From an optimization exercise on the open Yosys and OpenROAD flow, aimed at small area, a short achievable clock period and few clock cycles per item; shortcuts taken in it are not production practice. The RTL was checked by simulation tests, not by an equivalence proof against the original design. No activity file was given, so power comes from the tool's default toggle rates.

==> flow/flow/run.sh <==
#!/bin/bash
# Layout flow: the standard flow (standard.sh, unchanged synthesis),
# run stage by stage so that the setup repair works on every endpoint
# below the margin after placement, while the floorplan-stage repair
# (wire-load estimates, sizing only) stays limited to the worst 5%.
# Each stage's full output goes to a log file of its own in this folder.
set -euo pipefail
bash standard.sh synth > stage_synth.log 2>&1
bash standard.sh SETUP_SLACK_MARGIN=5 TNS_END_PERCENT=5 floorplan > stage_floorplan.log 2>&1
bash standard.sh SETUP_SLACK_MARGIN=5 TNS_END_PERCENT=100 place > stage_place.log 2>&1
bash standard.sh SETUP_SLACK_MARGIN=5 TNS_END_PERCENT=100 cts > stage_cts.log 2>&1
bash standard.sh SETUP_SLACK_MARGIN=5 TNS_END_PERCENT=100 route > stage_route.log 2>&1
bash standard.sh SETUP_SLACK_MARGIN=5 TNS_END_PERCENT=100 finish > stage_finish.log 2>&1
==> flow/standard.sh <==
#!/bin/bash
# synth_recipe.tcl (not shown) runs the flow's synth.tcl, then flattens the netlist and writes it again
# the make line also repeats each setting of config.mk as NAME=value (left out here)
make -C /OpenROAD-flow-scripts/flow DESIGN_CONFIG=/design/flow/config.mk WORK_HOME=/design/flow/orfs CLKGATE_MAP_FILE= SYNTH_SCRIPT=/design/flow/synth_recipe.tcl "${@:-finish}"
==> flow/config.mk <==
export PLATFORM = sky130hd
export DESIGN_NAME = l1d_top
export DESIGN_NICKNAME = l1d_top
export VERILOG_FILES = /design/flow/design.v
export SDC_FILE = /design/flow/constraint.sdc
export NUM_CORES = 4
export LEC_CHECK = 0
export ABC_CLOCK_PERIOD_IN_PS = 3500
export CAP_MARGIN = 20
export CORE_MARGIN = 2
export CORE_UTILIZATION = 40
export SETUP_SLACK_MARGIN = 5
export SLEW_MARGIN = 20
export TNS_END_PERCENT = 5
==> flow/constraint.sdc <==
create_clock -name core_clock -period 10.0 [get_ports {clk_in}]
set_input_delay 2.0000 -clock core_clock [delete_from_list [all_inputs] [get_ports {clk_in}]]
set_output_delay 2.0000 -clock core_clock [all_outputs]
set_load 0.01 [all_outputs]
==> flow/design.v <==
package l1d_pkg;
  localparam int PADDR_BITS     = 16;
  localparam int WORD_BITS      = 64;
  localparam int WORDS_PER_LINE = 4;
  localparam int LINE_BITS      = WORD_BITS * WORDS_PER_LINE;
  localparam int OFFSET_BITS    = 5;
  localparam int BYTE_OFF_BITS  = 3;
  localparam int WORD_OFF_BITS  = 2;
  localparam int NUM_SETS       = 16;
  localparam int INDEX_BITS     = 4;
  localparam int TAG_BITS       = PADDR_BITS - OFFSET_BITS - INDEX_BITS;
  localparam int BLK_BITS       = PADDR_BITS - OFFSET_BITS;
  localparam int LSU_TAG_BITS   = 6;
  localparam int MSHR_COUNT     = 8;
  localparam int MSHR_IDX_BITS  = 3;
  localparam int PARK_COUNT     = 12;
  localparam int SEQ_BITS       = 4;
  localparam int DATA_COUNT     = 6;
  localparam int DSLOT_BITS     = 3;
  localparam int OP_BITS        = LSU_TAG_BITS + WORD_OFF_BITS;
endpackage
import l1d_pkg::*;
module l1d_data_array (
  input  logic                     clk_in,
  input  logic [INDEX_BITS-1:0]    rd_set,
  input  logic [WORD_OFF_BITS-1:0] rd_word,
  output logic [LINE_BITS-1:0]     rd_line,
  output logic [WORD_BITS-1:0]     rd_data,
  input  logic                     fill_en,
  input  logic [INDEX_BITS-1:0]    fill_set,
  input  logic [LINE_BITS-1:0]     fill_line,
  input  logic                     st_en,
  input  logic [INDEX_BITS-1:0]    st_set,
  input  logic [WORD_OFF_BITS-1:0] st_word,
  input  logic [WORD_BITS-1:0]     st_data
);
  logic [LINE_BITS-1:0] line_q [NUM_SETS];
  logic [LINE_BITS-1:0] wr_bus;
  assign rd_line = line_q[rd_set];
  assign rd_data = rd_line[rd_word*WORD_BITS +: WORD_BITS];
  assign wr_bus = fill_en ? fill_line : {WORDS_PER_LINE{st_data}};
  always_ff @(posedge clk_in) begin
    for (int s = 0; s < NUM_SETS; s++) begin
      for (int w = 0; w < WORDS_PER_LINE; w++) begin
        if ((fill_en && fill_set == INDEX_BITS'(s)) ||
            (st_en && st_set == INDEX_BITS'(s) && st_word == WORD_OFF_BITS'(w)))
          line_q[s][w*WORD_BITS +: WORD_BITS] <= wr_bus[w*WORD_BITS +: WORD_BITS];
      end
    end
  end
endmodule
import l1d_pkg::*;
module l1d_mshr_file (
  input  logic                  clk_in,
  input  logic [PARK_COUNT-1:0] wr_sel,
  input  logic [OP_BITS-1:0]    wr_op,
  input  logic [PARK_COUNT-1:0] rd_sel,
  output logic [OP_BITS-1:0]    rd_op,
  input  logic [DATA_COUNT-1:0] dwr_sel,
  input  logic [WORD_BITS-1:0]  dwr_data,
  input  logic [DATA_COUNT-1:0] drd_sel,
  output logic [WORD_BITS-1:0]  drd_data
);
  logic [OP_BITS-1:0]   op_q [PARK_COUNT];
  logic [WORD_BITS-1:0] data_q [DATA_COUNT];
  always_comb begin
    rd_op = '0;
    for (int e = 0; e < PARK_COUNT; e++)
      if (rd_sel[e]) rd_op = rd_op | op_q[e];
    drd_data = '0;
    for (int d = 0; d < DATA_COUNT; d++)
      if (drd_sel[d]) drd_data = drd_data | data_q[d];
  end
  always_ff @(posedge clk_in) begin
    for (int e = 0; e < PARK_COUNT; e++)
      if (wr_sel[e]) op_q[e] <= wr_op;
    for (int d = 0; d < DATA_COUNT; d++)
      if (dwr_sel[d]) data_q[d] <= dwr_data;
  end
endmodule
import l1d_pkg::*;
module l1d_ctrl (
  input  logic                     clk_in,
  input  logic                     rst_N_in,
  input  logic [LSU_TAG_BITS-1:0]  lsu_req_tag,
  input  logic [PADDR_BITS-1:0]    lsu_req_addr,
  input  logic                     lsu_req_we,
  input  logic [WORD_BITS-1:0]     lsu_req_data,
  input  logic                     lsu_req_valid,
  output logic                     lsu_req_ready,
  output logic [LSU_TAG_BITS-1:0]  lsu_rsp_tag,
  output logic                     lsu_rsp_we,
  output logic [WORD_BITS-1:0]     lsu_rsp_data,
  output logic                     lsu_rsp_valid,
  input  logic                     lsu_rsp_ready,
  output logic [BLK_BITS-1:0]      lc_req_addr,
  output logic                     lc_req_we,
  output logic [LINE_BITS-1:0]     lc_req_line,
  output logic                     lc_req_valid,
  input  logic                     lc_req_ready,
  input  logic [BLK_BITS-1:0]      lc_rsp_addr,
  input  logic [LINE_BITS-1:0]     lc_rsp_line,
  input  logic                     lc_rsp_valid,
  output logic                     lc_rsp_ready,
  output logic [INDEX_BITS-1:0]    rd_set,
  output logic [WORD_OFF_BITS-1:0] rd_word,
  input  logic [LINE_BITS-1:0]     rd_line,
  input  logic [WORD_BITS-1:0]     rd_data,
  output logic                     fill_en,
  output logic [INDEX_BITS-1:0]    fill_set,
  output logic [LINE_BITS-1:0]     fill_line,
  output logic                     st_en,
  output logic [INDEX_BITS-1:0]    st_set,
  output logic [WORD_OFF_BITS-1:0] st_word,
  output logic [WORD_BITS-1:0]     st_data,
  output logic [PARK_COUNT-1:0]    wr_sel,
  output logic [OP_BITS-1:0]       wr_op,
  output logic [PARK_COUNT-1:0]    rd_sel,
  input  logic [OP_BITS-1:0]       rd_op,
  output logic [DATA_COUNT-1:0]    dwr_sel,
  output logic [WORD_BITS-1:0]     dwr_data,
  output logic [DATA_COUNT-1:0]    drd_sel,
  input  logic [WORD_BITS-1:0]     drd_data
);
  localparam int PTR_BITS = MSHR_IDX_BITS + 1;
  localparam int WA_BITS  = BLK_BITS + WORD_OFF_BITS;
  logic                     r1_v_q, r0_v_q, rdy_q, r1_hh_q, r1_rd_q, cl_go_q;
  logic [INDEX_BITS-1:0]    rd_set_q;    
  logic [LSU_TAG_BITS-1:0]  r1_tag_q, r0_tag_q;
  logic [WA_BITS-1:0]       r1_wa_q, r0_wa_q;
  logic                     r1_we_q, r0_we_q;
  logic [WORD_BITS-1:0]     r1_data_q, r0_data_q;
  logic [TAG_BITS-1:0]      tag_q [NUM_SETS];
  logic [NUM_SETS-1:0]      val_q, dirty_q;
  logic [NUM_SETS-1:0]      setbusy_q;      
  logic [PTR_BITS-1:0]      head_q, fill_q, fetch_q, tail_q;
  logic [MSHR_COUNT-1:0]    mv_q, rdyf_q;
  logic [BLK_BITS-1:0]      blk_q  [MSHR_COUNT];
  logic [SEQ_BITS-1:0]      pcnt_q [MSHR_COUNT];
  logic [SEQ_BITS-1:0]      rd_seq_q;
  logic [BLK_BITS-1:0]      head_blk_q;
  logic [SEQ_BITS-1:0]      head_left_q;    
  logic [PARK_COUNT-1:0]    pv_q;
  logic [MSHR_IDX_BITS-1:0] pid_q  [PARK_COUNT];
  logic [SEQ_BITS-1:0]      pseq_q [PARK_COUNT];
  logic [DSLOT_BITS-1:0]    pds_q  [PARK_COUNT];
  logic [PARK_COUNT-1:0]    pwe_q;
  logic [DATA_COUNT-1:0]    dv_q;
  logic [PARK_COUNT-1:0]    rp_oh_q;
  logic [DATA_COUNT-1:0]    rp_dsel_q;
  logic                     head_rdy_q, rp_any_q, rp_we_q, inst_head_q, head_up;
  logic [INDEX_BITS-1:0]    rp_set_q;
  logic [LINE_BITS-1:0]     fb_q;
  logic                     inst_q, inst_rd_q, vd_hs_q, fr_q, lbfree_q, clok_q;
  logic [INDEX_BITS-1:0]    iset_q, hs_q;
  logic [TAG_BITS-1:0]      itag_q;
  logic [MSHR_IDX_BITS-1:0] iidx_q;
  logic                     sb_v_q;
  logic [INDEX_BITS-1:0]    sb_set_q;
  logic [WORD_OFF_BITS-1:0] sb_word_q;
  logic [WORD_BITS-1:0]     sb_data_q;
  logic                     lc_v_q, lc_we_q, wb_pend_q;
  logic [BLK_BITS-1:0]      lc_addr_q, wb_addr_q;
  logic [LINE_BITS-1:0]     lc_line_q;
  logic                     rq0_v_q, rq1_v_q;
  logic [LSU_TAG_BITS-1:0]  rq0_tag_q, rq1_tag_q;
  logic                     rq0_we_q, rq1_we_q;
  logic [WORD_BITS-1:0]     rq0_data_q, rq1_data_q;
  assign lsu_req_ready = rdy_q;
  assign lsu_rsp_valid = rq0_v_q;
  assign lsu_rsp_tag   = rq0_tag_q;
  assign lsu_rsp_we    = rq0_we_q;
  assign lsu_rsp_data  = rq0_data_q;
  assign lc_req_valid  = lc_v_q;
  assign lc_req_we     = lc_we_q;
  assign lc_req_addr   = lc_addr_q;
  assign lc_req_line   = lc_we_q ? lc_line_q : '0;
  logic [BLK_BITS-1:0]      r1_blk;
  logic [INDEX_BITS-1:0]    r1_set;
  logic [WORD_OFF_BITS-1:0] r1_word;
  assign r1_blk  = r1_wa_q[WA_BITS-1:WORD_OFF_BITS];
  assign r1_set  = r1_blk[INDEX_BITS-1:0];
  assign r1_word = r1_wa_q[WORD_OFF_BITS-1:0];
  logic                     tag_hit, match, hit, alloc;
  logic [MSHR_IDX_BITS-1:0] match_idx;
  always_comb begin
    match     = 1'b0;
    match_idx = '0;
    for (int i = 0; i < MSHR_COUNT; i++)
      if (mv_q[i] && blk_q[i] == r1_blk) begin
        match     = 1'b1;
        match_idx = MSHR_IDX_BITS'(i);
      end
  end
  assign tag_hit = val_q[r1_set] && (tag_q[r1_set] == r1_blk[BLK_BITS-1:INDEX_BITS]);
  assign hit     = tag_hit && !match;
  assign alloc   = !tag_hit && !match;
  logic                     park_free, dfree, mshr_full, roomy;
  logic [PARK_COUNT-1:0]    free_oh;
  logic [DATA_COUNT-1:0]    dfree_oh;
  logic [DSLOT_BITS-1:0]    dfree_idx;
  logic [MSHR_IDX_BITS-1:0] head_idx, fill_idx, fetch_idx, tail_idx;
  assign head_idx  = head_q[MSHR_IDX_BITS-1:0];
  assign fill_idx  = fill_q[MSHR_IDX_BITS-1:0];
  assign fetch_idx = fetch_q[MSHR_IDX_BITS-1:0];
  assign tail_idx  = tail_q[MSHR_IDX_BITS-1:0];
  logic                     rp_valid, rp_go;
  logic [LSU_TAG_BITS-1:0]  rp_tag;
  logic [WORD_OFF_BITS-1:0] rp_word;
  logic                     rp_we;
  logic [WORD_BITS-1:0]     rp_data;
  assign head_up  = head_rdy_q || inst_head_q;
  assign rp_valid = head_up && rp_any_q;
  assign rd_sel   = rp_oh_q;
  assign drd_sel  = rp_dsel_q;
  assign {rp_tag, rp_word} = rd_op;
  assign rp_we    = rp_we_q;
  assign rp_data  = drd_data;
  logic rq_full;
  assign rq_full = rq1_v_q;
  logic stall_hit, stall_park, s1_go, s1_rsp, s1_st, s1_park, s1_alloc;
  assign stall_hit  = rq_full || !r1_hh_q ||
                      (r1_we_q ? (!roomy || (inst_q && r1_set == iset_q))
                               : inst_rd_q);
  assign stall_park = !park_free || (alloc && mshr_full) || (r1_we_q && !dfree);
  assign s1_go      = r1_v_q && (hit ? !stall_hit : !stall_park);
  assign s1_rsp     = s1_go && hit;
  assign s1_st      = s1_rsp && r1_we_q;
  assign s1_park    = s1_go && !hit;
  assign s1_alloc   = s1_go && alloc;
  logic s1_claims;
  assign s1_claims = r1_v_q && r1_hh_q && (!r1_we_q || roomy);
  assign rp_go = rp_valid && !rq_full && !s1_claims &&
                 (rp_we || inst_head_q || !inst_rd_q);
  logic [MSHR_IDX_BITS-1:0] push_idx;
  assign push_idx = match ? match_idx : tail_idx;
  logic [NUM_SETS-1:0] vd;
  logic                maydirty, lbfree, fill_acc, head_done, wb_now, lc_free, fetch_avail;
  logic                r1_st_hs, sb_hs, cl_go, wb_any, wr_claim;
  logic [BLK_BITS-1:0] wb_blk;
  assign vd       = val_q & dirty_q;
  assign lbfree   = lbfree_q;
  assign r1_st_hs = r1_v_q && r1_we_q && r1_set == hs_q;
  assign sb_hs    = sb_v_q && sb_set_q == hs_q;
  assign cl_go    = cl_go_q;
  assign maydirty = (vd_hs_q && !cl_go) || r1_st_hs || sb_hs;
  assign wr_claim = s1_claims ? r1_we_q : (rp_valid && rp_we);
  assign lc_rsp_ready = fr_q && (!maydirty || (lbfree && !cl_go)) && !wr_claim;
  assign fill_acc = lc_rsp_valid && lc_rsp_ready;
  assign wb_now      = inst_rd_q && vd[iset_q];
  assign wb_any      = wb_now || cl_go;
  assign wb_blk      = cl_go ? {tag_q[hs_q], hs_q} : {tag_q[iset_q], iset_q};
  assign lc_free     = !lc_v_q || lc_req_ready;
  assign fetch_avail = fetch_q != tail_q;
  assign head_done = head_up && !(r1_v_q && r1_blk == head_blk_q && park_free && (!r1_we_q || dfree)) &&
                     ((head_left_q == '0) || (rp_go && head_left_q == SEQ_BITS'(1)));
  logic [PTR_BITS-1:0] fill_nx;
  assign fill_nx = fill_q + 1'b1;
  logic [WORD_BITS-1:0] rd_fwd;
  assign rd_set    = rd_set_q;
  assign rd_word   = r1_rd_q ? r1_word : rp_word;
  assign rd_fwd    = (sb_v_q && sb_set_q == rd_set && sb_word_q == rd_word) ? sb_data_q : rd_data;
  assign fill_en   = inst_q;
  assign fill_set  = iset_q;
  assign fill_line = fb_q;
  assign st_en     = sb_v_q;
  assign st_set    = sb_set_q;
  assign st_word   = sb_word_q;
  assign st_data   = sb_data_q;
  assign wr_sel   = s1_park ? free_oh : '0;
  assign wr_op    = {r1_tag_q, r1_word};
  assign dwr_sel  = (s1_park && r1_we_q) ? dfree_oh : '0;
  assign dwr_data = r1_data_q;
  logic                    push;
  logic [LSU_TAG_BITS-1:0] p_tag;
  logic                    p_we;
  logic [WORD_BITS-1:0]    p_data;
  logic                    pop;
  assign push   = rp_go || s1_rsp;
  assign p_tag  = s1_claims ? r1_tag_q : rp_tag;
  assign p_we   = s1_claims ? r1_we_q : rp_we;
  logic [LINE_BITS-1:0] fb_line;
  assign fb_line = fb_q;
  assign p_data = p_we ? '0 : ((inst_head_q && !s1_claims) ? fb_line[rp_word*WORD_BITS +: WORD_BITS] : rd_fwd);
  assign pop    = rq0_v_q && lsu_rsp_ready;
  logic                     r1_adv;
  logic [BLK_BITS-1:0]      in_blk;
  logic                     in_hit, in_match;
  assign r1_adv = !r1_v_q || s1_go;
  assign in_blk = r0_v_q ? r0_wa_q[WA_BITS-1:WORD_OFF_BITS]
                         : lsu_req_addr[PADDR_BITS-1:OFFSET_BITS];
  always_comb begin
    in_match = 1'b0;
    for (int i = 0; i < MSHR_COUNT; i++)
      if (mv_q[i] && blk_q[i] == in_blk) in_match = 1'b1;
  end
  assign in_hit = val_q[in_blk[INDEX_BITS-1:0]] &&
                  (tag_q[in_blk[INDEX_BITS-1:0]] == in_blk[BLK_BITS-1:INDEX_BITS]);
  logic [PTR_BITS-1:0]      head_nx;
  logic [MSHR_IDX_BITS-1:0] head_nx_idx;
  logic [SEQ_BITS-1:0]      rd_seq_nx, push_seq;
  logic [PARK_COUNT-1:0]    rp_oh_d;
  logic [DATA_COUNT-1:0]    rp_dsel_d;
  logic [MSHR_COUNT-1:0]    rdyf_d;
  assign head_nx     = head_q + 1'b1;
  assign head_nx_idx = head_nx[MSHR_IDX_BITS-1:0];
  assign rd_seq_nx   = rd_seq_q + 1'b1;
  assign push_seq    = match ? pcnt_q[match_idx] : '0;
  always_comb begin
    for (int e = 0; e < PARK_COUNT; e++) begin
      if (head_done)
        rp_oh_d[e] = (pid_q[e] == head_nx_idx) && (pseq_q[e] == '0);
      else if (rp_go)
        rp_oh_d[e] = (pid_q[e] == head_idx) && (pseq_q[e] == rd_seq_nx);
      else
        rp_oh_d[e] = (pid_q[e] == head_idx) && (pseq_q[e] == rd_seq_q);
      rp_oh_d[e] = rp_oh_d[e] && pv_q[e] && !(rp_go && rp_oh_q[e]);
      if (s1_park && free_oh[e]) rp_oh_d[e] = 1'b0;
    end
    rp_dsel_d = '0;
    for (int e = 0; e < PARK_COUNT; e++)
      if (rp_oh_d[e])
        rp_dsel_d = rp_dsel_d | (pwe_q[e] ? (DATA_COUNT'(1) << pds_q[e]) : '0);
    rdyf_d = rdyf_q;
    if (inst_q) rdyf_d[iidx_q] = 1'b1;
  end
  logic [PARK_COUNT-1:0] pv_nx;
  logic [DATA_COUNT-1:0] dv_nx;
  logic [PTR_BITS-1:0]   tail_nx, head_nx2;
  logic                  park_free_d, dfree_d, mshr_full_d;
  logic [PARK_COUNT-1:0] free_oh_d;
  logic [DATA_COUNT-1:0] dfree_oh_d;
  logic [DSLOT_BITS-1:0] dfree_idx_d;
  assign pv_nx    = (pv_q & ~(rp_go ? rp_oh_q : '0)) | (s1_park ? free_oh : '0);
  assign dv_nx    = (dv_q & ~((rp_go && rp_we) ? rp_dsel_q : '0)) |
                    ((s1_park && r1_we_q) ? dfree_oh : '0);
  assign tail_nx  = s1_alloc ? tail_q + 1'b1 : tail_q;
  assign head_nx2 = head_done ? head_nx : head_q;
  always_comb begin
    park_free_d = 1'b0;
    free_oh_d   = '0;
    for (int e = PARK_COUNT - 1; e >= 0; e--)
      if (!pv_nx[e]) begin
        park_free_d = 1'b1;
        free_oh_d   = '0;
        free_oh_d[e] = 1'b1;
      end
    dfree_d     = 1'b0;
    dfree_oh_d  = '0;
    dfree_idx_d = '0;
    for (int d = DATA_COUNT - 1; d >= 0; d--)
      if (!dv_nx[d]) begin
        dfree_d     = 1'b1;
        dfree_oh_d  = '0;
        dfree_oh_d[d] = 1'b1;
        dfree_idx_d = DSLOT_BITS'(d);
      end
    mshr_full_d = (tail_nx[MSHR_IDX_BITS] != head_nx2[MSHR_IDX_BITS]) &&
                  (tail_nx[MSHR_IDX_BITS-1:0] == head_nx2[MSHR_IDX_BITS-1:0]);
  end
  logic [INDEX_BITS-1:0] hs_d;
  logic [PTR_BITS-1:0]   fill_d, fetch_d;
  logic                  fetch_inc;
  logic [NUM_SETS-1:0]   setbusy_d, val_d, dirty_d;
  assign hs_d      = blk_q[fill_acc ? fill_nx[MSHR_IDX_BITS-1:0] : fill_idx][INDEX_BITS-1:0];
  assign fetch_inc = lc_free && !wb_pend_q && !wb_any && (fetch_avail || s1_alloc);
  assign fill_d    = fill_acc ? fill_nx : fill_q;
  logic wb_pend_d, lc_v_d, lc_we_d, lbfree_d;
  assign wb_pend_d = lc_free ? 1'b0 : (wb_pend_q || wb_any);
  assign lc_v_d    = lc_free ? (wb_pend_q || wb_any || fetch_inc) : lc_v_q;
  assign lc_we_d   = lc_free ? (wb_pend_q || wb_any) : lc_we_q;
  assign lbfree_d  = !wb_pend_d && !(lc_v_d && lc_we_d) && !(fill_acc && maydirty);
  assign fetch_d   = fetch_inc ? fetch_q + 1'b1 : fetch_q;
  always_comb begin
    setbusy_d = setbusy_q;
    if (fill_acc)  setbusy_d[hs_q] = 1'b1;
    if (head_done) setbusy_d[rp_set_q] = 1'b0;
    val_d   = val_q;
    dirty_d = dirty_q;
    if (inst_q) begin
      val_d[iset_q]   = 1'b1;
      dirty_d[iset_q] = 1'b0;
    end
    if (cl_go && !sb_hs) dirty_d[hs_q] = 1'b0;
    if (s1_st) dirty_d[r1_set] = 1'b1;
    if (rp_go && rp_we) dirty_d[rp_set_q] = 1'b1;
  end
  logic                  r1_we_d, r1_hh_d, r1_rd_d, rp_any_d, rp_we_d;
  logic                  head_rdy_d, inst_head_d, clok_d, cl_go_d, inst_rd_d;
  logic [INDEX_BITS-1:0] r1_set_d, rp_set_d, iset_d, rd_set_d;
  assign r1_we_d     = r1_adv ? (r0_v_q ? r0_we_q : lsu_req_we) : r1_we_q;
  assign r1_set_d    = r1_adv ? (r0_v_q ? r0_wa_q[WORD_OFF_BITS +: INDEX_BITS]
                                        : lsu_req_addr[OFFSET_BITS +: INDEX_BITS])
                              : r1_set;
  assign r1_hh_d     = r1_adv ? ((r0_v_q || (lsu_req_valid && rdy_q)) && in_hit && !in_match) : hit;
  assign r1_rd_d     = r1_hh_d && !r1_we_d;
  assign rp_any_d    = |rp_oh_d;
  assign rp_we_d     = |(rp_oh_d & pwe_q);
  assign head_rdy_d  = head_done ? rdyf_d[head_nx_idx] : rdyf_d[head_idx];
  assign inst_head_d = fill_acc && (fill_idx == (head_done ? head_nx_idx : head_idx));
  assign rp_set_d    = blk_q[head_done ? head_nx_idx : head_idx][INDEX_BITS-1:0];
  assign clok_d      = (fill_d != tail_nx) && val_d[hs_d] && dirty_d[hs_d] && lbfree_d;
  assign cl_go_d     = clok_d && !r1_rd_d && !((head_rdy_d || inst_head_d) && rp_any_d && !rp_we_d);
  assign inst_rd_d   = fill_acc && maydirty;
  assign iset_d      = fill_acc ? hs_q : iset_q;
  assign rd_set_d    = inst_rd_d ? iset_d : (cl_go_d ? hs_d : (r1_rd_d ? r1_set_d : rp_set_d));
  always_ff @(posedge clk_in) begin
    if (!rst_N_in) begin
      r1_v_q     <= 1'b0;
      r0_v_q     <= 1'b0;
      rdy_q      <= 1'b1;
      r1_hh_q    <= 1'b0;
      val_q      <= '0;
      dirty_q    <= '0;
      setbusy_q  <= '0;
      head_q     <= '0;
      fill_q     <= '0;
      fetch_q    <= '0;
      tail_q     <= '0;
      mv_q       <= '0;
      rdyf_q     <= '0;
      rd_seq_q   <= '0;
      pv_q       <= '0;
      dv_q       <= '0;
      rp_oh_q    <= '0;
      rp_dsel_q  <= '0;
      rp_any_q   <= 1'b0;
      r1_rd_q    <= 1'b0;
      cl_go_q    <= 1'b0;
      head_rdy_q <= 1'b0;
      inst_head_q <= 1'b0;
      inst_q     <= 1'b0;
      inst_rd_q  <= 1'b0;
      sb_v_q     <= 1'b0;
      lc_v_q     <= 1'b0;
      wb_pend_q  <= 1'b0;
      rq0_v_q    <= 1'b0;
      rq1_v_q    <= 1'b0;
      park_free  <= 1'b1;
      dfree      <= 1'b1;
      mshr_full  <= 1'b0;
      roomy      <= 1'b1;
      free_oh    <= PARK_COUNT'(1);
      dfree_oh   <= DATA_COUNT'(1);
      dfree_idx  <= '0;
      vd_hs_q    <= 1'b0;
      lbfree_q   <= 1'b1;
      clok_q     <= 1'b0;
      fr_q       <= 1'b0;
    end else begin
      park_free  <= park_free_d;
      dfree      <= dfree_d;
      mshr_full  <= mshr_full_d;
      roomy      <= park_free_d && dfree_d && !mshr_full_d;
      free_oh    <= free_oh_d;
      dfree_oh   <= dfree_oh_d;
      dfree_idx  <= dfree_idx_d;
      if (r1_adv) begin
        r1_v_q  <= r0_v_q || (lsu_req_valid && rdy_q);
        r0_v_q  <= 1'b0;
        rdy_q   <= 1'b1;
        r1_hh_q <= (r0_v_q || (lsu_req_valid && rdy_q)) && in_hit && !in_match;
      end else begin
        if (lsu_req_valid && rdy_q) begin
          r0_v_q <= 1'b1;
          rdy_q  <= 1'b0;
        end
        r1_hh_q <= hit;
      end
      rp_oh_q    <= rp_oh_d;
      rp_dsel_q  <= rp_dsel_d;
      rp_any_q   <= |rp_oh_d;
      r1_rd_q    <= r1_rd_d;
      cl_go_q    <= cl_go_d;
      rp_we_q    <= |(rp_oh_d & pwe_q);
      head_rdy_q <= head_done ? rdyf_d[head_nx_idx] : rdyf_d[head_idx];
      inst_head_q <= fill_acc && (fill_idx == (head_done ? head_nx_idx : head_idx));
      if (inst_q) rdyf_q[iidx_q] <= 1'b1;
      val_q     <= val_d;
      dirty_q   <= dirty_d;
      setbusy_q <= setbusy_d;
      vd_hs_q   <= val_d[hs_d] && dirty_d[hs_d];
      fr_q      <= (fill_d != fetch_d) && !setbusy_d[hs_d];
      lbfree_q  <= lbfree_d;
      clok_q    <= (fill_d != tail_nx) && val_d[hs_d] && dirty_d[hs_d] && lbfree_d;
      sb_v_q <= s1_st || (rp_go && rp_we);
      inst_q    <= fill_acc;
      inst_rd_q <= fill_acc && maydirty;
      if (fill_acc) begin
        fill_q <= fill_nx;
      end
      hs_q <= hs_d;
      if (s1_alloc) begin
        mv_q[tail_idx]   <= 1'b1;
        rdyf_q[tail_idx] <= 1'b0;
        tail_q <= tail_q + 1'b1;
      end
      if (s1_park) begin
        for (int e = 0; e < PARK_COUNT; e++)
          if (free_oh[e]) pv_q[e] <= 1'b1;
        if (r1_we_q) begin
          for (int d = 0; d < DATA_COUNT; d++)
            if (dfree_oh[d]) dv_q[d] <= 1'b1;
        end
      end
      if (rp_go) begin
        for (int e = 0; e < PARK_COUNT; e++)
          if (rp_oh_q[e]) pv_q[e] <= 1'b0;
        if (rp_we) begin
          for (int d = 0; d < DATA_COUNT; d++)
            if (rp_dsel_q[d]) dv_q[d] <= 1'b0;
        end
        rd_seq_q <= rd_seq_nx;
      end
      if (head_done) begin
        mv_q[head_idx]   <= 1'b0;
        rdyf_q[head_idx] <= 1'b0;
        head_q   <= head_nx;
        rd_seq_q <= '0;
      end
      if (lc_free) begin
        if (wb_pend_q) begin
          lc_v_q    <= 1'b1;
          wb_pend_q <= 1'b0;
        end else if (wb_any) begin
          lc_v_q <= 1'b1;
        end else if (fetch_avail || s1_alloc) begin
          lc_v_q  <= 1'b1;
          fetch_q <= fetch_q + 1'b1;
        end else begin
          lc_v_q <= 1'b0;
        end
      end else if (wb_any) begin
        wb_pend_q <= 1'b1;
      end
      rq0_v_q <= rq1_v_q || push || (rq0_v_q && !pop);
      rq1_v_q <= rq1_v_q ? !pop : (push && rq0_v_q && !pop);
    end
  end
  always_ff @(posedge clk_in) begin
    if (r1_adv) begin
      r1_tag_q  <= r0_v_q ? r0_tag_q  : lsu_req_tag;
      r1_wa_q   <= r0_v_q ? r0_wa_q   : lsu_req_addr[PADDR_BITS-1:BYTE_OFF_BITS];
      r1_we_q   <= r0_v_q ? r0_we_q   : lsu_req_we;
      r1_data_q <= r0_v_q ? r0_data_q : lsu_req_data;
    end
    if (!r0_v_q) begin
      r0_tag_q  <= lsu_req_tag;
      r0_wa_q   <= lsu_req_addr[PADDR_BITS-1:BYTE_OFF_BITS];
      r0_we_q   <= lsu_req_we;
      r0_data_q <= lsu_req_data;
    end
    if (inst_q) tag_q[iset_q] <= itag_q;
    rd_set_q <= rd_set_d;
    rp_set_q <= blk_q[head_done ? head_nx_idx : head_idx][INDEX_BITS-1:0];
    head_left_q <= ((s1_alloc && tail_idx == head_nx2[MSHR_IDX_BITS-1:0]) ? SEQ_BITS'(1) :
                    pcnt_q[head_nx2[MSHR_IDX_BITS-1:0]] +
                    ((s1_park && match && match_idx == head_nx2[MSHR_IDX_BITS-1:0]) ? 1'b1 : 1'b0)) -
                   (head_done ? '0 : (rp_go ? rd_seq_nx : rd_seq_q));
    head_blk_q <= (s1_alloc && tail_idx == head_nx2[MSHR_IDX_BITS-1:0])
                  ? r1_blk : blk_q[head_nx2[MSHR_IDX_BITS-1:0]];
    sb_set_q  <= s1_claims ? r1_set    : rp_set_q;
    sb_word_q <= s1_claims ? r1_word   : rp_word;
    sb_data_q <= s1_claims ? r1_data_q : rp_data;
    fb_q <= lc_rsp_line;
    if (fill_acc) begin
      iset_q <= hs_q;
      itag_q <= blk_q[fill_idx][BLK_BITS-1:INDEX_BITS];
      iidx_q <= fill_idx;
    end
    if (s1_alloc) begin
      blk_q[tail_idx]  <= r1_blk;
      pcnt_q[tail_idx] <= SEQ_BITS'(1);
    end else if (s1_park) begin
      pcnt_q[match_idx] <= pcnt_q[match_idx] + 1'b1;
    end
    if (s1_park) begin
      for (int e = 0; e < PARK_COUNT; e++)
        if (free_oh[e]) begin
          pid_q[e]  <= push_idx;
          pseq_q[e] <= push_seq;
          pds_q[e]  <= dfree_idx;
          pwe_q[e]  <= r1_we_q;
        end
    end
    if (lc_free) begin
      if (wb_pend_q) begin
        lc_we_q   <= 1'b1;
        lc_addr_q <= wb_addr_q;
      end else if (wb_any) begin
        lc_we_q   <= 1'b1;
        lc_addr_q <= wb_blk;
      end else begin
        lc_we_q   <= 1'b0;
        lc_addr_q <= fetch_avail ? blk_q[fetch_idx] : r1_blk;
      end
    end
    if (wb_any) begin
      lc_line_q <= rd_line;
      wb_addr_q <= wb_blk;
    end
    if (!rq0_v_q || pop) begin
      rq0_tag_q  <= rq1_v_q ? rq1_tag_q  : p_tag;
      rq0_we_q   <= rq1_v_q ? rq1_we_q   : p_we;
      rq0_data_q <= rq1_v_q ? rq1_data_q : p_data;
    end
    if (!rq1_v_q) begin
      rq1_tag_q  <= p_tag;
      rq1_we_q   <= p_we;
      rq1_data_q <= p_data;
    end
  end
endmodule
import l1d_pkg::*;
module l1d_top (
  input  logic                    clk_in,
  input  logic                    rst_N_in,
  input  logic [LSU_TAG_BITS-1:0] lsu_req_tag,
  input  logic [PADDR_BITS-1:0]   lsu_req_addr,
  input  logic                    lsu_req_we,
  input  logic [WORD_BITS-1:0]    lsu_req_data,
  input  logic                    lsu_req_valid,
  output logic                    lsu_req_ready,
  output logic [LSU_TAG_BITS-1:0] lsu_rsp_tag,
  output logic                    lsu_rsp_we,
  output logic [WORD_BITS-1:0]    lsu_rsp_data,
  output logic                    lsu_rsp_valid,
  input  logic                    lsu_rsp_ready,
  output logic [BLK_BITS-1:0]     lc_req_addr,
  output logic                    lc_req_we,
  output logic [LINE_BITS-1:0]    lc_req_line,
  output logic                    lc_req_valid,
  input  logic                    lc_req_ready,
  input  logic [BLK_BITS-1:0]     lc_rsp_addr,
  input  logic [LINE_BITS-1:0]    lc_rsp_line,
  input  logic                    lc_rsp_valid,
  output logic                    lc_rsp_ready
);
  logic [INDEX_BITS-1:0]    rd_set;
  logic [WORD_OFF_BITS-1:0] rd_word;
  logic [LINE_BITS-1:0]     rd_line;
  logic [WORD_BITS-1:0]     rd_data;
  logic                     fill_en;
  logic [INDEX_BITS-1:0]    fill_set;
  logic [LINE_BITS-1:0]     fill_line;
  logic                     st_en;
  logic [INDEX_BITS-1:0]    st_set;
  logic [WORD_OFF_BITS-1:0] st_word;
  logic [WORD_BITS-1:0]     st_data;
  logic [PARK_COUNT-1:0]    wr_sel;
  logic [OP_BITS-1:0]       wr_op;
  logic [PARK_COUNT-1:0]    rd_sel;
  logic [OP_BITS-1:0]       rd_op;
  logic [DATA_COUNT-1:0]    dwr_sel;
  logic [WORD_BITS-1:0]     dwr_data;
  logic [DATA_COUNT-1:0]    drd_sel;
  logic [WORD_BITS-1:0]     drd_data;
  l1d_ctrl u_l1d_ctrl (.*);
  l1d_data_array u_l1d_data_array (.*);
  l1d_mshr_file u_l1d_mshr_file (.*);
endmodule
==> results of run 1 <==
[tightest hold or removal path: stages (launching register included)]
cell	delay, ns
dfxtp_1	0.29
inv_1	0.04
a21oi_1	0.07
[placed cells by master, fill, tap and decap left out, drive strengths merged, types with 334 or more instances in the layout]
cell type and count:
nor2 352, clkbuf 850, dfxtp 676, clkdlybuf4s50 671, edfxtp 5388, nand2 1253, a22o 339, nand4 432
buf 496, a21oi 496, and2 334, a22oi 1507
[layout make-up]
cell class	count	area [um^2]
fill	49300	305000
sequential	6064	175000
multi-input combinational	7619	54100
clock buffer	847	17200
timing repair buffer	1187	12000
tap	7727	9670
clock inverter	312	3490
inverter	128	513
antenna	167	418
timing repair inverter	1	5.00
[cell usage after synthesis, types with 116 or more instances]
master,count,area (um^2)
edfxtp_1,5388,162000
a22oi_1,1506,11300
nand2_1,1253,4700
clkbuf_1,727,2730
dfxtp_1,676,13500
a21oi_1,494,2470
nand4_1,432,2700
nor2_1,352,1320
a22o_1,339,2970
and2_1,332,2080
a221oi_1,282,2470
nand3_1,269,1350
o22a_1,247,2160
mux2i_1,233,2330
xnor2_1,222,1940
a31oi_1,195,1220
buf_1,177,664
and3_1,171,1070
o21ai_0,169,846
mux4_2,158,3560
xor2_1,152,1330
inv_1,120,450
mux2_2,116,1310
[how the worst min path moves through the flow]
stage	endpoint	slack (ns)	from	cells after the start
after floorplan	u_l1d_ctrl.rq1_we_q	0.43	u_l1d_ctrl.rq1_we_q	2
after global placement	u_l1d_ctrl.rq1_we_q	0.45	u_l1d_ctrl.rq1_we_q	2
after detailed placement	u_l1d_ctrl.rq1_we_q	0.44	u_l1d_ctrl.rq1_we_q	2
after CTS	u_l1d_ctrl.rq1_we_q	0.46	u_l1d_ctrl.rq1_we_q	2
after global routing	u_l1d_ctrl.rq1_we_q	0.49	u_l1d_ctrl.rq1_we_q	2
final	u_l1d_ctrl.rq1_we_q	0.46	u_l1d_ctrl.rq1_we_q	2
[repair_timing]
| item | 4_1_cts | 5_1_grt |
|---|---|---|
| hold buffers | 0 | 0 |
| setup endpoints to repair | 934 | 491 |
| pin swaps | 17 | 12 |
| gates cloned | 11 | 3 |
| buffers inserted | 39 | 46 |
| resized for setup | 191 | 83 |
[per-layer routing]
metal	track usage, %	vias to the layer above	wire, um
li1	-	60700	-
met1	39.7	77800	334000
met2	43.3	12300	393000
met3	11.6	2198	141000
met4	19.2	86	69900
met5	0.292	-	738
[state kept, by name, summed over array words and instances, names as in the netlist, 88 cells and up, named ones only]
name,cells
u_l1d_mshr_file.op_q,96
u_l1d_data_array.line_q,4096
u_l1d_ctrl.tag_q,112
u_l1d_ctrl.lc_line_q,256
u_l1d_ctrl.blk_q,88
u_l1d_ctrl.fb_q,256
u_l1d_mshr_file.data_q,384
[power groups by stage]
stage | sequential, mW | clock, mW | combinational, mW
detailed placement | 30.0 | 0 | 12.4
global route | 29.5 | 24.7 | 13.3
finish | 29.5 | 23.6 | 13.3
global placement | 30.0 | 0 | 12.4
floorplan | 29.6 | 0 | 5.40
CTS | 29.5 | 23.7 | 12.8
[cells by family after synthesis]
group	after synthesis	share of synthesized area (%)
buffers and inverters	1089	1.82
adders and majority gates	39	0.214
and+or+nand+nor	3168	6.67
AOI/OAI and AO/OA	3524	11.2
DFF	6064	75.6
muxes	508	3.11
xor gates and xnor gates	380	1.47
==> impl_metrics.env, run 1 <==
export IMPL_timing_fmax_ghz=0.188
export IMPL_wire_per_inst_um=39.0
export IMPL_drive_gt1_share_pct=12.3
export IMPL_synthCells=14800
export IMPL_cts_tree="yes"
export IMPL_placed_area_um2=250000
export IMPL_syn_nets=15200
export IMPL_ant_nets=0
export IMPL_ys_ff_latch=6064
export IMPL_syn_area_per_cell_um2=15.7
export IMPL_reg2reg_depth=15
export IMPL_final_cells=24100
export IMPL_die_w_um=766
export IMPL_grt_overflow_total=0
export IMPL_dr_pass1_iters=7
export IMPL_grt_usage_pct=30.7
export IMPL_core_um2=578000
export IMPL_cts_buffers_inserted=629
export IMPL_tns_ns=0
export IMPL_ctsLongestPathBuffers=4
export IMPL_fin_ws_ns=4.69
export IMPL_max_cap_violations=0
export IMPL_p_sw_mw=20.6
export IMPL_post_place_ws_ns=3.13
export IMPL_seqPwrFrac_pct=44.4
export IMPL_cp_depth=15
export IMPL_rsz0062_at_grt="yes"
export IMPL_tightest_slew_ns=1.25
export IMPL_ys_async_sr_fraction_pct=0
export IMPL_path_cells="buf_6, nand2b_2, nor2_4, buf_16, buf_12, a22o_1, a221oi_1, nand3_1, o22a_1, nand2_1, and3_1, a311oi_1, a21oi_1, a21oi_1, a22o_1"
export IMPL_drt_iter0_drc=27200
export IMPL_routed_wl_um=938000
export IMPL_synth_warning_count=9
export IMPL_hp_class="flip-flop to flip-flop"
export IMPL_status="complete, no violations"
export IMPL_vias=153000
export IMPL_final_max_slew_viol_count=0
export IMPL_cts_root_buffer="clkbuf_16"
export IMPL_hold_violations=0
export IMPL_power_share_clock_pct=35.5
export IMPL_gp_congestion=0.945
export IMPL_worst_path_largest_cell_delay_ns=0.64
export IMPL_fin_crit_ns=5.31
export IMPL_regToRegSetupSlack_ns=4.69
export IMPL_drc=0
export IMPL_p_int_mw=45.9
export IMPL_cp_startpoint="u_l1d_ctrl.rd_set_q[3]"
export IMPL_synth_edff_count=5388
export IMPL_total_power_mw=66.5
export IMPL_antenna_found_initial=136
export IMPL_areaGrowthSynthToFinish_pct=17.6
export IMPL_die_h_um=766
export IMPL_crit_arrival_ns=6.26
export IMPL_grt_max_degree=98
export IMPL_seq_area_frac_synth_pct=75.6
export IMPL_floorplan_initialDensity_pct=40.2
export IMPL_dp_hpwl_um=578000
export IMPL_combPwrFrac_pct=20.1
export IMPL_worstReg2RegStart="u_l1d_ctrl.rd_set_q[3]"
export IMPL_critical_path_peak_fanout=71
export IMPL_finClkSkew_ns=0.0877
export IMPL_die_area_um2=586000
export IMPL_clk_pin_slew_ns=0.06
export IMPL_io_buffers=688
export IMPL_path_buf_inv=3
export IMPL_max_slew_margin_rel_pct=16.9
export IMPL_syn_cell_area_um2=232000
export IMPL_synth_cell_types=96
export IMPL_p_leak_nw=90.3
export IMPL_clkSinkCount=6064
export IMPL_cp_start_kind="flip-flop"
export IMPL_whs_ns=0.459
export IMPL_clk_latency_ns=1.16
export IMPL_finalNetCount=16000
export IMPL_irDropWorstVdd_mv=0.179
export IMPL_criticalPathCategory="flip-flop to flip-flop"
export IMPL_fin_crit_sh_pct=53.1
export IMPL_finish_utilization_pct=47.2
export IMPL_row_count=279
export IMPL_synth_main_ff_cell="edfxtp_1"
export IMPL_powerDensity_nw_per_um2=244
export IMPL_end_kind="flip-flop"
export IMPL_setup_viol=0
export IMPL_grt_pass1_vias=139000
export IMPL_reg2reg_to="u_l1d_ctrl.rq0_data_q[36]"
export IMPL_h_tree_depth=6
export IMPL_vias_per_cell=6.36
export IMPL_slowest_stage="a311oi_1"
export IMPL_place_inst=22600
export IMPL_io_pins=703
export IMPL_crit_family="compound AO/OA/AOI/OAI gates"
export IMPL_cp_endpoint="u_l1d_ctrl.rq0_data_q[36]"
export IMPL_required_ns=10.94
export IMPL_finalInstanceArea_um2=273000
export IMPL_grt_pass1_wl_um=1230000
export IMPL_switching_share_pct=30.9
Testbench counts, summed over its fixed seeds: cycles 19,064, items 16,000.
==> inputs of run 2 (changes only) <==
--- a/flow/design.v
+++ b/flow/design.v
@@ -23,8 +23,6 @@
 module l1d_data_array (
   input  logic                     clk_in,
-  input  logic [INDEX_BITS-1:0]    rd_set,
-  input  logic [WORD_OFF_BITS-1:0] rd_word,
+  input  logic [NUM_SETS-1:0]      rd_sel,
   output logic [LINE_BITS-1:0]     rd_line,
-  output logic [WORD_BITS-1:0]     rd_data,
   input  logic                     fill_en,
   input  logic [INDEX_BITS-1:0]    fill_set,
@@ -37,6 +35,9 @@
   logic [LINE_BITS-1:0] line_q [NUM_SETS];
   logic [LINE_BITS-1:0] wr_bus;
-  assign rd_line = line_q[rd_set];
-  assign rd_data = rd_line[rd_word*WORD_BITS +: WORD_BITS];
+  always_comb begin
+    rd_line = '0;
+    for (int s = 0; s < NUM_SETS; s++)
+      rd_line = rd_line | (line_q[s] & {LINE_BITS{rd_sel[s]}});
+  end
   assign wr_bus = fill_en ? fill_line : {WORDS_PER_LINE{st_data}};
   always_ff @(posedge clk_in) begin
@@ -55,5 +56,5 @@
   input  logic [PARK_COUNT-1:0] wr_sel,
   input  logic [OP_BITS-1:0]    wr_op,
-  input  logic [PARK_COUNT-1:0] rd_sel,
+  input  logic [PARK_COUNT-1:0] prd_sel,
   output logic [OP_BITS-1:0]    rd_op,
   input  logic [DATA_COUNT-1:0] dwr_sel,
@@ -67,5 +68,5 @@
     rd_op = '0;
     for (int e = 0; e < PARK_COUNT; e++)
-      if (rd_sel[e]) rd_op = rd_op | op_q[e];
+      if (prd_sel[e]) rd_op = rd_op | op_q[e];
     drd_data = '0;
     for (int d = 0; d < DATA_COUNT; d++)
@@ -103,8 +104,6 @@
   input  logic                     lc_rsp_valid,
   output logic                     lc_rsp_ready,
-  output logic [INDEX_BITS-1:0]    rd_set,
-  output logic [WORD_OFF_BITS-1:0] rd_word,
+  output logic [NUM_SETS-1:0]      rd_sel,
   input  logic [LINE_BITS-1:0]     rd_line,
-  input  logic [WORD_BITS-1:0]     rd_data,
   output logic                     fill_en,
   output logic [INDEX_BITS-1:0]    fill_set,
@@ -116,5 +115,5 @@
   output logic [PARK_COUNT-1:0]    wr_sel,
   output logic [OP_BITS-1:0]       wr_op,
-  output logic [PARK_COUNT-1:0]    rd_sel,
+  output logic [PARK_COUNT-1:0]    prd_sel,
   input  logic [OP_BITS-1:0]       rd_op,
   output logic [DATA_COUNT-1:0]    dwr_sel,
@@ -127,4 +126,5 @@
   logic                     r1_v_q, r0_v_q, rdy_q, r1_hh_q, r1_rd_q, cl_go_q;
   logic [INDEX_BITS-1:0]    rd_set_q;    
+  logic [NUM_SETS-1:0]      rd_oh_q;     
   logic [LSU_TAG_BITS-1:0]  r1_tag_q, r0_tag_q;
   logic [WA_BITS-1:0]       r1_wa_q, r0_wa_q;
@@ -163,8 +163,8 @@
   logic [BLK_BITS-1:0]      lc_addr_q, wb_addr_q;
   logic [LINE_BITS-1:0]     lc_line_q;
-  logic                     rq0_v_q, rq1_v_q;
-  logic [LSU_TAG_BITS-1:0]  rq0_tag_q, rq1_tag_q;
-  logic                     rq0_we_q, rq1_we_q;
-  logic [WORD_BITS-1:0]     rq0_data_q, rq1_data_q;
+  logic                     rq0_v_q;
+  logic [LSU_TAG_BITS-1:0]  rq0_tag_q;
+  logic                     rq0_we_q;
+  logic [WORD_BITS-1:0]     rq0_data_q;
   assign lsu_req_ready = rdy_q;
   assign lsu_rsp_valid = rq0_v_q;
@@ -212,5 +212,5 @@
   assign head_up  = head_rdy_q || inst_head_q;
   assign rp_valid = head_up && rp_any_q;
-  assign rd_sel   = rp_oh_q;
+  assign prd_sel  = rp_oh_q;
   assign drd_sel  = rp_dsel_q;
   assign {rp_tag, rp_word} = rd_op;
@@ -218,5 +218,5 @@
   assign rp_data  = drd_data;
   logic rq_full;
-  assign rq_full = rq1_v_q;
+  assign rq_full = rq0_v_q && !lsu_rsp_ready;
   logic stall_hit, stall_park, s1_go, s1_rsp, s1_st, s1_park, s1_alloc;
   assign stall_hit  = rq_full || !r1_hh_q ||
@@ -257,8 +257,11 @@
   logic [PTR_BITS-1:0] fill_nx;
   assign fill_nx = fill_q + 1'b1;
-  logic [WORD_BITS-1:0] rd_fwd;
+  logic [INDEX_BITS-1:0]    rd_set;
+  logic [WORD_OFF_BITS-1:0] rd_word;
+  logic                     rd_fwd;
   assign rd_set    = rd_set_q;
+  assign rd_sel    = rd_oh_q;
   assign rd_word   = r1_rd_q ? r1_word : rp_word;
-  assign rd_fwd    = (sb_v_q && sb_set_q == rd_set && sb_word_q == rd_word) ? sb_data_q : rd_data;
+  assign rd_fwd    = sb_v_q && sb_set_q == rd_set && sb_word_q == rd_word;
   assign fill_en   = inst_q;
   assign fill_set  = iset_q;
@@ -280,7 +283,19 @@
   assign p_tag  = s1_claims ? r1_tag_q : rp_tag;
   assign p_we   = s1_claims ? r1_we_q : rp_we;
-  logic [LINE_BITS-1:0] fb_line;
+  logic [LINE_BITS-1:0]      fb_line;
+  logic                      fbsel, fsel, bsel;
+  logic [WORDS_PER_LINE-1:0] wsel;
   assign fb_line = fb_q;
-  assign p_data = p_we ? '0 : ((inst_head_q && !s1_claims) ? fb_line[rp_word*WORD_BITS +: WORD_BITS] : rd_fwd);
+  assign fbsel   = inst_head_q && !s1_claims;
+  assign fsel    = rd_fwd && !p_we && !fbsel;
+  assign bsel    = fbsel && !p_we;
+  always_comb begin
+    for (int w = 0; w < WORDS_PER_LINE; w++)
+      wsel[w] = (rd_word == WORD_OFF_BITS'(w)) && !p_we && !rd_fwd && !fbsel;
+    p_data = (sb_data_q & {WORD_BITS{fsel}}) |
+             (fb_line[rp_word*WORD_BITS +: WORD_BITS] & {WORD_BITS{bsel}});
+    for (int w = 0; w < WORDS_PER_LINE; w++)
+      p_data = p_data | (rd_line[w*WORD_BITS +: WORD_BITS] & {WORD_BITS{wsel[w]}});
+  end
   assign pop    = rq0_v_q && lsu_rsp_ready;
   logic                     r1_adv;
@@ -436,5 +451,4 @@
       wb_pend_q  <= 1'b0;
       rq0_v_q    <= 1'b0;
-      rq1_v_q    <= 1'b0;
       park_free  <= 1'b1;
       dfree      <= 1'b1;
@@ -534,6 +548,5 @@
         wb_pend_q <= 1'b1;
       end
-      rq0_v_q <= rq1_v_q || push || (rq0_v_q && !pop);
-      rq1_v_q <= rq1_v_q ? !pop : (push && rq0_v_q && !pop);
+      rq0_v_q <= push || (rq0_v_q && !pop);
     end
   end
@@ -553,4 +566,5 @@
     if (inst_q) tag_q[iset_q] <= itag_q;
     rd_set_q <= rd_set_d;
+    rd_oh_q  <= NUM_SETS'(1) << rd_set_d;
     rp_set_q <= blk_q[head_done ? head_nx_idx : head_idx][INDEX_BITS-1:0];
     head_left_q <= ((s1_alloc && tail_idx == head_nx2[MSHR_IDX_BITS-1:0]) ? SEQ_BITS'(1) :
@@ -600,13 +614,8 @@
       wb_addr_q <= wb_blk;
     end
-    if (!rq0_v_q || pop) begin
-      rq0_tag_q  <= rq1_v_q ? rq1_tag_q  : p_tag;
-      rq0_we_q   <= rq1_v_q ? rq1_we_q   : p_we;
-      rq0_data_q <= rq1_v_q ? rq1_data_q : p_data;
-    end
-    if (!rq1_v_q) begin
-      rq1_tag_q  <= p_tag;
-      rq1_we_q   <= p_we;
-      rq1_data_q <= p_data;
+    if (push) begin
+      rq0_tag_q  <= p_tag;
+      rq0_we_q   <= p_we;
+      rq0_data_q <= p_data;
     end
   end
@@ -637,8 +646,6 @@
   output logic                    lc_rsp_ready
 );
-  logic [INDEX_BITS-1:0]    rd_set;
-  logic [WORD_OFF_BITS-1:0] rd_word;
+  logic [NUM_SETS-1:0]      rd_sel;
   logic [LINE_BITS-1:0]     rd_line;
-  logic [WORD_BITS-1:0]     rd_data;
   logic                     fill_en;
   logic [INDEX_BITS-1:0]    fill_set;
@@ -650,5 +657,5 @@
   logic [PARK_COUNT-1:0]    wr_sel;
   logic [OP_BITS-1:0]       wr_op;
-  logic [PARK_COUNT-1:0]    rd_sel;
+  logic [PARK_COUNT-1:0]    prd_sel;
   logic [OP_BITS-1:0]       rd_op;
   logic [DATA_COUNT-1:0]    dwr_sel;
--- a/flow/config.mk
+++ b/flow/config.mk
@@ -10,4 +10,6 @@
 export CORE_MARGIN = 2
 export CORE_UTILIZATION = 40
+export CTS_CLUSTER_DIAMETER = 70
+export CTS_CLUSTER_SIZE = 22
 export SETUP_SLACK_MARGIN = 5
 export SLEW_MARGIN = 20
==> run 2 against run 1 <==
Compared with the run above:
- clock power fell by 22%
- first-iteration DRC count is 1.4% higher
- clock skew up 0.034 ns
- setup slack improved by 0.080 ns
- flip-flop and latch count is 56 lower
- sequential power about the same
- synthesized cell count fell by 6.4%
- cell area down 2.5%
- global-route usage is 0.19 points higher
- critical path type unchanged
- critical endpoint is now u_l1d_ctrl.rq0_data_q[63]
- highest routed layer unchanged
==> impl_metrics.env, run 2 <==
export IMPL_status="complete, no violations"
export IMPL_finClkSkew_ns=0.122
export IMPL_gp_congestion=0.912
export IMPL_synth_top_area_share_pct=70.5
export IMPL_clk_latency_ns=1.10
export IMPL_synthTopCellsByCount="5,388 x edfxtp_1, 856 x nand2_1, 817 x a221oi_1"
export IMPL_drive_gt1_share_pct=13.7
export IMPL_ys_async_sr_fraction_pct=0
export IMPL_fin_ws_ns=4.77
export IMPL_grt_usage_pct=30.8
export IMPL_syn_area_per_cell_um2=16.6
export IMPL_hp_class="flip-flop to flip-flop"
export IMPL_synth_cell_types=109
export IMPL_max_slew_margin_rel_pct=16.3
export IMPL_die_area_um2=579000
export IMPL_yosysTopAreaCell="edfxtp_1"
export IMPL_drc=0
export IMPL_end_kind="flip-flop"
export IMPL_cp_start_kind="flip-flop"
export IMPL_path_cells="buf_4, buf_12, a22o_1, a221oi_1, and3_1, nand4_1, mux2i_1, o211ai_1, o21ai_0, o21ai_1"
export IMPL_fin_crit_ns=5.23
export IMPL_synth_area_leaders="edfxtp_1 71%, dfxtp_1 5.4%, a221oi_1 3.1%"
export IMPL_tns_ns=0
export IMPL_synth_edff_count=5388
export IMPL_post_place_ws_ns=2.15
export IMPL_die_h_um=761
export IMPL_core_um2=572000
export IMPL_powerDensity_nw_per_um2=233
export IMPL_fin_crit_sh_pct=52.3
export IMPL_critical_path_peak_fanout=81
export IMPL_p_leak_nw=87.3
export IMPL_routed_wl_um=934000
export IMPL_seq_area_frac_synth_pct=76.0
export IMPL_rsz0062_at_grt="yes"
export IMPL_clkSinkCount=6008
export IMPL_wire_per_inst_um=41.0
export IMPL_timing_fmax_ghz=0.191
export IMPL_floorplan_initialDensity_pct=40.1
export IMPL_io_pins=703
export IMPL_ctsLongestPathBuffers=4
export IMPL_grt_overflow_total=0
export IMPL_mostFrequentLayoutCells="5,388 x edfxtp_1, 851 x nand2_1, 815 x a221oi_1, 809 x a22o_1, 680 x a22oi_1"
export IMPL_finalNetCount=15100
export IMPL_setup_viol=0
export IMPL_final_max_slew_viol_count=0
export IMPL_max_cap_violations=0
export IMPL_largest_reg_flops=4096
export IMPL_areaGrowthSynthToFinish_pct=16.0
export IMPL_irDropWorstVdd_mv=0.185
export IMPL_top_register="u_l1d_data_array.line_q"
export IMPL_nFillCells=48600
export IMPL_dp_hpwl_um=572000
export IMPL_grt_max_degree=116
export IMPL_cts_tree="yes"
export IMPL_cts_root_buffer="clkbuf_16"
export IMPL_layout_commonest_cell="edfxtp_1"
export IMPL_ant_nets=0
export IMPL_hold_violations=0
export IMPL_syn_nets=14200
export IMPL_path_buf_inv=2
export IMPL_slowest_stage="dfxtp_4"
export IMPL_grt_pass1_vias=135000
export IMPL_tightest_slew_ns=1.25
export IMPL_grt_pass1_wl_um=1220000
export IMPL_cts_buffers_inserted=395
export IMPL_largest_registers="u_l1d_data_array.line_q (4096), u_l1d_mshr_file.data_q (384)"
export IMPL_antenna_found_initial=160
export IMPL_io_buffers=688
export IMPL_syn_cell_area_um2=229000
export IMPL_ys_ff_latch=6008
export IMPL_drt_iter0_drc=27600
export IMPL_row_count=278
export IMPL_worst_path_largest_cell_delay_ns=0.88
export IMPL_criticalPathCategory="flip-flop to flip-flop"
export IMPL_synth_warning_count=9
export IMPL_clk_pin_slew_ns=0.08
export IMPL_vias_per_cell=6.57
export IMPL_required_ns=10.74
export IMPL_dr_pass1_iters=9
export IMPL_synthCells=13800
export IMPL_crit_family="compound AO/OA/AOI/OAI gates"
export IMPL_h_tree_depth=5
export IMPL_synth_main_ff_cell="edfxtp_1"
export IMPL_vias=150000
export IMPL_die_w_um=761
export IMPL_crit_arrival_ns=5.97
export IMPL_synth_most_common_cell="edfxtp_1"
run 2: cell count changes after synthesis, sizes merged, moves of 61 or more:
cell    change
a21oi     -347
a221oi    +534
a22o      +472
a22oi     -826
a31oi      -78
clkbuf     -99
nand2     -395
nand3     -198
nand4      -78
o211ai     +61
o21ai      +64
o22a      -244
run 2: area by class of cell:
| class | count | area (um^2) | area share (%) |
|---|---|---|---|
| sequential | 6008 | 174000 | 65.5 |
| multi-input combinational | 6824 | 53700 | 20.2 |
| timing repair buffer | 1344 | 13600 | 5.10 |
| clock buffer | 443 | 10300 | 3.86 |
| tap | 7560 | 9460 | 3.55 |
| clock inverter | 289 | 3770 | 1.42 |
| inverter | 121 | 523 | 0.197 |
| antenna | 199 | 498 | 0.187 |
| timing repair inverter | 1 | 11.3 | 0.00423 |
run 2: repair_timing:
| item | 4_1_cts | 5_1_grt |
|---|---|---|
| buffers inserted | 127 | 101 |
| pin swaps | 53 | 62 |
| gates cloned | 23 | 9 |
| setup endpoints to repair | 688 | 209 |
| hold buffers | 0 | 0 |
| gates resized for setup | 298 | 205 |
run 2: path summary, 6_finish.rpt:
path	slack, ns	cells past startpoint	startpoint	end
worst min register to register	0.48	1	u_l1d_ctrl.r0_data_q[23]	u_l1d_ctrl.r0_data_q[23]
worst max-delay path	4.77	10	u_l1d_ctrl.rd_oh_q[11]	u_l1d_ctrl.rq0_data_q[63]
worst max register to register	4.77	10	u_l1d_ctrl.rd_oh_q[11]	u_l1d_ctrl.rq0_data_q[63]
worst min-delay path	0.48	1	u_l1d_ctrl.r0_data_q[23]	u_l1d_ctrl.r0_data_q[23]
run 2: per-stage QoR:
stage,utilization [%],hold slack (ns),total power [mW],instances,cell area (um^2)
2_1_floorplan,-,0.406,34.9,13800,229000
3_3_place_gp,43.1,0.454,42.9,21600,247000
3_5_place_dp,43.1,0.460,42.9,21600,247000
4_1_cts,46.1,0.479,61.1,22500,264000
5_1_grt,46.4,0.490,62.8,22600,266000
6_report,46.5,0.479,61.9,22800,266000
run 2: cell families after synthesis:
group / share of synthesized area (%)
AO/OA/AOI/OAI: 11.0
XOR/XNOR: 1.61
adder cells (fa/ha/maj): 0.216
buffers and inverters: 1.74
flip-flops: 76.0
multiplexers: 3.77
AND/OR/NAND/NOR: 5.74
run 2: report_power, final:
part	leakage, nW	internal, mW	switching [mW]	total, mW
Clock	6.77	8.91	9.42	18.3
Sequential	54.9	28.5	0.704	29.2
Combinational	25.7	3.79	10.5	14.3
Total	87.3	41.2	20.7	61.9
run 2: per-layer routing:
layer  up-vias  GRT usage [%]  share of wire, %
li1      57900              -                 -
met1     77200           41.7                36
met2     12500           44.6                42
met3      1988           11.1                16
met4        80           14.0               5.7
met5         -              0             0.090
Testbench counts of run 2, summed over its fixed seeds: cycles 19,064, items 16,000.

afterwards: timing with drivers on the ports:
How much do the figures lean on ideal ports? The routed layouts below were timed once more, with nothing changed but the port constraints.
Step 1 sets driving cells, clkbuf_16 on the clock port and buf_2 on the other inputs (assumed; they add their load-dependent delay and slew).
Step 2 times the ports against the registers' clock, not the clock port: input delays grow and output delays shrink by t, the midpoint of the rising clock arrivals with the driver on.
a / b / c = ideal / step 1 / step 2; a / b = the first two.
| run | t (ns) | setup WS [ns] | worst setup path at the end | worst data-port slew with drivers (ns) |
|---|---|---|---|---|
| run 1 | 1.242 | 4.685 / 4.685 / 3.932 | input to register | 0.21 |
| run 2 | 1.175 | 4.765 / 4.765 / 3.909 | input to register | 0.18 |
After both steps every run listed still meets setup and hold. For run 2, which loses most, drivers alone change the setup slack by 0.000 ns; drivers and shift together by -0.856 ns.
